What follows belongs to an exercise in optimizing a design on an open flow for small area, a short achievable clock period and few clock cycles per item; a production flow would make more cautious choices. Where RTL was checked, it was by simulation tests only, not by an equivalence proof against the original.

==> inputs of run Y <==
// conv_stage
module conv_stage (
  input  logic         clk,
  input  logic         rst,
  input  logic         in_valid,
  output logic         in_ready,
  input  logic [399:0] act,
  input  logic [399:0] kernel,
  output logic         out_valid,
  input  logic         out_ready,
  output logic [14:0]  conv_sum
);
  logic n1, n2, n3, n4, n5, n6, n7, n8, n9, n10, n11, n12, n13, n14, n15, n16, n17, n18, n19, n20;
  logic n21, n22, n23, n24, n25, n26, n27, n28, n29, n30, n31, n32, n33, n34, n35, n36, n37, n38, n39, n40;
  logic n41, n42, n43, n44, n45, n46, n47, n48, n49, n50, n51, n52, n53, n54, n55, n56, n57, n58, n59, n60;
  logic n61, n62, n63, n64, n65, n66, n67, n68, n69, n70, n71, n72, n73, n74, n75, n76, n77, n78, n79, n80;
  logic n81, n82, n83, n84, n85, n86, n87, n88, n89, n90, n91, n92, n93, n94, n95, n96, n97, n98, n99, n100;
  logic n101, n102, n103, n104, n105, n106, n107, n108, n109, n110, n111, n112, n113, n114, n115, n116, n117, n118, n119, n120;
  logic n121, n122, n123, n124, n125, n126, n127, n128, n129, n130, n131, n132, n133, n134, n135, n136, n137, n138, n139, n140;
  ...
Settings: LEC_CHECK=0, CAP_MARGIN=20, CORE_MARGIN=2, CORE_UTILIZATION=40, SLEW_MARGIN=20, SYNTH_HIERARCHICAL=1, SYNTH_MINIMUM_KEEP_SIZE=0; clock period 13.0 ns.
run.sh (not shown) runs the stock make flow with config.mk's settings and CLKGATE_MAP_FILE= SYNTH_SCRIPT=/design/flow/synth_recipe.tcl, a recipe that flattens the netlist after the stock synthesis.
==> run A: changes against run Y <==
--- a/flow/design.v
+++ b/flow/design.v
@@ -4048,45 +4048,48 @@
   always_ff @(posedge clk) begin
     if (rst) pv <= '0;
     else     pv <= {pv[0:0], acc};
   end
   assign push = pv[1];
   assign pop  = out_valid & out_ready;
   localparam int M = 3;
+  localparam int D = 4;
   logic [14:0]   mem [M];
   logic [2-1:0] wr, rd;
-  logic [3-1:0] mc;         
-  logic          load, from_mem;
-  assign load     = ~out_valid | out_ready;
-  assign from_mem = mc != '0;
+  logic [M-1:0]  mc;         
+  logic          load, avail, take;
+  assign load  = ~out_valid | out_ready;
+  assign avail = mc[0] | push;
+  assign take  = load & avail;
   always_ff @(posedge clk) begin
     if (push) mem[wr] <= res;
   end
   always_ff @(posedge clk) begin
     if (rst) begin
       wr        <= '0;
       rd        <= '0;
       mc        <= '0;
       out_valid <= 1'b0;
     end else begin
       if (push) wr <= (wr == 2'(M-1)) ? '0 : wr + 1'b1;
-      if (load & (from_mem | push)) rd <= (rd == 2'(M-1)) ? '0 : rd + 1'b1;
-      mc <= mc + 3'(push) - 3'(load & (from_mem | push));
-      if (load) out_valid <= from_mem | push;
+      if (take) rd <= (rd == 2'(M-1)) ? '0 : rd + 1'b1;
+      mc <= push ? (take ? mc : {mc[1:0], 1'b1}) : (take ? {1'b0, mc[2:1]} : mc);
+      if (load) out_valid <= avail;
     end
   end
+  logic [14:0] head_next;
+  assign head_next = mc[0] ? mem[rd] : res;
   always_ff @(posedge clk) begin
-    if (load) conv_sum <= from_mem ? mem[rd] : res;
+    if (load) conv_sum <= head_next;
   end
-  localparam int D = 4;
-  logic [3-1:0] oc, oc_n;
-  assign oc_n = oc + 3'(acc) - 3'(pop);
+  logic [D-1:0] oc, oc_n;
+  assign oc_n = acc ? (pop ? oc : {oc[2:0], 1'b1}) : (pop ? {1'b0, oc[3:1]} : oc);
   always_ff @(posedge clk) begin
     if (rst) begin
       oc       <= '0;
       in_ready <= 1'b1;
     end else begin
       oc       <= oc_n;
-      in_ready <= (oc_n < 3'(D));
+      in_ready <= ~oc_n[D-1];
     end
   end
 endmodule
==> flow/flow/run.sh (new file) <==
#!/bin/bash
# Own layout flow: the standard synthesis and the standard ORFS steps,
# with the port buffers made from the smallest buffer (buf_1) instead of the
# delay buffer that buffer_ports picks by default. Extra make arguments, one
# per line, come from flow/extra.mk.args (every step) and
# flow/extra.<step>.args (that step only). Each step's full output goes to a
# log file of its own in this folder.
set -euo pipefail
read_args() {
  local f=$1
  if [[ -f $f ]]; then
    while IFS= read -r line; do [[ -n "$line" ]] && ARGS+=("$line"); done < "$f"
  fi
  return 0
}
bash standard.sh synth > synth.log 2>&1
for step in floorplan place cts route finish; do
  ARGS=("BUFFER_PORTS_ARGS=-buffer_cell sky130_fd_sc_hd__buf_1")
  read_args flow/extra.mk.args
  read_args flow/extra.$step.args
  bash standard.sh "${ARGS[@]}" $step > $step.log 2>&1
done
test -f out/final.def
==> flow/flow/extra.cts.args (new file) <==
SETUP_SLACK_MARGIN=9.0
==> flow/flow/extra.mk.args (new file) <==
CTS_ARGS=-sink_clustering_enable -repair_clock_nets -dont_use_dummy_load -buf_list {sky130_fd_sc_hd__clkbuf_4} -sink_clustering_size 10 -sink_clustering_max_diameter 35
==> flow/flow/extra.route.args (new file) <==
SETUP_SLACK_MARGIN=9.0
==> flow/standard.sh (new file) <==
#!/bin/bash
# synth_recipe.tcl (not shown) runs the flow's synth.tcl, then flattens the netlist and writes it again
# the make line also repeats each setting of config.mk as NAME=value (left out here)
make -C /OpenROAD-flow-scripts/flow DESIGN_CONFIG=/design/flow/config.mk WORK_HOME=/design/flow/orfs CLKGATE_MAP_FILE= SYNTH_SCRIPT=/design/flow/synth_recipe.tcl "${@:-finish}"
- CORE_UTILIZATION: 40 -> 55
removed: flow/run.sh
==> run H: changes against run Y <==
--- a/flow/design.v
+++ b/flow/design.v
@@ -4048,45 +4048,48 @@
   always_ff @(posedge clk) begin
     if (rst) pv <= '0;
     else     pv <= {pv[0:0], acc};
   end
   assign push = pv[1];
   assign pop  = out_valid & out_ready;
   localparam int M = 3;
+  localparam int D = 4;
   logic [14:0]   mem [M];
   logic [2-1:0] wr, rd;
-  logic [3-1:0] mc;         
-  logic          load, from_mem;
-  assign load     = ~out_valid | out_ready;
-  assign from_mem = mc != '0;
+  logic [M-1:0]  mc;         
+  logic          load, avail, take;
+  assign load  = ~out_valid | out_ready;
+  assign avail = mc[0] | push;
+  assign take  = load & avail;
   always_ff @(posedge clk) begin
     if (push) mem[wr] <= res;
   end
   always_ff @(posedge clk) begin
     if (rst) begin
       wr        <= '0;
       rd        <= '0;
       mc        <= '0;
       out_valid <= 1'b0;
     end else begin
       if (push) wr <= (wr == 2'(M-1)) ? '0 : wr + 1'b1;
-      if (load & (from_mem | push)) rd <= (rd == 2'(M-1)) ? '0 : rd + 1'b1;
-      mc <= mc + 3'(push) - 3'(load & (from_mem | push));
-      if (load) out_valid <= from_mem | push;
+      if (take) rd <= (rd == 2'(M-1)) ? '0 : rd + 1'b1;
+      mc <= push ? (take ? mc : {mc[1:0], 1'b1}) : (take ? {1'b0, mc[2:1]} : mc);
+      if (load) out_valid <= avail;
     end
   end
+  logic [14:0] head_next;
+  assign head_next = mc[0] ? mem[rd] : res;
   always_ff @(posedge clk) begin
-    if (load) conv_sum <= from_mem ? mem[rd] : res;
+    if (load) conv_sum <= head_next;
   end
-  localparam int D = 4;
-  logic [3-1:0] oc, oc_n;
-  assign oc_n = oc + 3'(acc) - 3'(pop);
+  logic [D-1:0] oc, oc_n;
+  assign oc_n = acc ? (pop ? oc : {oc[2:0], 1'b1}) : (pop ? {1'b0, oc[3:1]} : oc);
   always_ff @(posedge clk) begin
     if (rst) begin
       oc       <= '0;
       in_ready <= 1'b1;
     end else begin
       oc       <= oc_n;
-      in_ready <= (oc_n < 3'(D));
+      in_ready <= ~oc_n[D-1];
     end
   end
 endmodule
==> flow/flow/run.sh (new file) <==
#!/bin/bash
# Own layout flow: the standard synthesis and the standard ORFS steps,
# with the port buffers made from the smallest buffer (buf_1) instead of the
# delay buffer that buffer_ports picks by default. Extra make arguments, one
# per line, come from flow/extra.mk.args (every step) and
# flow/extra.<step>.args (that step only). Each step's full output goes to a
# log file of its own in this folder.
set -euo pipefail
read_args() {
  local f=$1
  if [[ -f $f ]]; then
    while IFS= read -r line; do [[ -n "$line" ]] && ARGS+=("$line"); done < "$f"
  fi
  return 0
}
bash standard.sh synth > synth.log 2>&1
for step in floorplan place cts route finish; do
  ARGS=("BUFFER_PORTS_ARGS=-buffer_cell sky130_fd_sc_hd__buf_1")
  read_args flow/extra.mk.args
  read_args flow/extra.$step.args
  bash standard.sh "${ARGS[@]}" $step > $step.log 2>&1
done
test -f out/final.def
==> flow/flow/extra.cts.args (new file) <==
SETUP_SLACK_MARGIN=9.1
==> flow/flow/extra.mk.args (new file) <==
CTS_ARGS=-sink_clustering_enable -repair_clock_nets -dont_use_dummy_load -buf_list {sky130_fd_sc_hd__clkbuf_8 sky130_fd_sc_hd__clkbuf_16} -sink_clustering_size 16 -sink_clustering_max_diameter 50
==> flow/flow/extra.route.args (new file) <==
SETUP_SLACK_MARGIN=9.1
==> flow/standard.sh (new file) <==
#!/bin/bash
# synth_recipe.tcl (not shown) runs the flow's synth.tcl, then flattens the netlist and writes it again
# the make line also repeats each setting of config.mk as NAME=value (left out here)
make -C /OpenROAD-flow-scripts/flow DESIGN_CONFIG=/design/flow/config.mk WORK_HOME=/design/flow/orfs CLKGATE_MAP_FILE= SYNTH_SCRIPT=/design/flow/synth_recipe.tcl "${@:-finish}"
- CORE_UTILIZATION: 40 -> 55
removed: flow/run.sh
==> qor summary <==
Status: run Y timing/DRC/antenna clean; run H timing/DRC/antenna clean; run A timing/DRC/antenna clean
Routed wire length on met2: run Y 105 mm; run H 94.6 mm; run A 93.1 mm
M1 WL: run Y 81.6 mm; run H 72.8 mm; run A 71.9 mm
Clock Tree Root: run Y sky130_fd_sc_hd__clkbuf_16; run H sky130_fd_sc_hd__clkbuf_16; run A sky130_fd_sc_hd__clkbuf_4
Final period demand of the worst path: run Y 4820 ps; run H 4020 ps; run A 4130 ps
CP startpoint kind: run Y primary input; run H primary input; run A flip-flop
Num rows: run Y 131; run H 112; run A 112
Resize count post-CTS: run Y 0; run H 1726; run A 112
Multi-input gate area in the final layout: run Y 38900 µm²; run H 42000 µm²; run A 39200 µm²
Non-clock inverters: run Y 29; run H 29; run A 28
Seq_cells: run Y 595; run H 596; run A 596
H-tree level count: run Y 2; run H 3; run A 3
Crit path to: run Y mc[2]; run H n3789_q; run A conv_sum[14]
Post-synth top area share: run Y 61.4%; run H 61.3%; run A 61.3%
Critical-path cell with the highest stage delay: run Y sky130_fd_sc_hd__nand2b_1; run H sky130_fd_sc_hd__fa_2; run A sky130_fd_sc_hd__edfxtp_1
Mean routed wirelength per cell: run Y 31.5 µm; run H 31.5 µm; run A 30.6 µm
DRT Wirelength: run Y 207 mm; run H 193 mm; run A 189 mm
Testbench counts of run A, summed over its fixed seeds: cycles 4,120, items 4,096.
Testbench counts of run H, summed over its fixed seeds: cycles 4,120, items 4,096.
For run Y, only the layout was checked, not whether the RTL still works.

-- afterwards: timing with drivers on the ports --
The flow's constraints put no driver on any port. The routed layouts listed below were extracted and timed again, unchanged, in two steps. Step 1 (the two cells are an assumption about what drives the block):
set clk [get_ports {clk}]
set_driving_cell -lib_cell sky130_fd_sc_hd__clkbuf_16 $clk
set_driving_cell -lib_cell sky130_fd_sc_hd__buf_2 [delete_from_list [all_inputs] $clk]
Step 2 moves the port delays by t, midway between the first and last clock arrival at a register: inputs arrive t later, outputs are due t later. That takes back most of the time a late clock gives input paths. Slacks: ideal / step 1 / step 2; pairs: ideal / step 1.
run | t, ns | setup slack, ns | worst setup path at the end | worst register clock-pin slew, ns
run Y | 0.691 | 8.179 / 8.215 / 7.524 | input to register | 0.08 / 0.08
run A | 0.910 | 8.866 / 8.804 / 8.109 | input to register | 0.11 / 0.11
run H | 0.655 | 8.980 / 8.985 / 8.335 | input to register | 0.07 / 0.07
After both steps every run listed still meets setup and hold. For run A, which loses most, drivers alone change the setup slack by -0.062 ns; drivers and shift together by -0.757 ns.
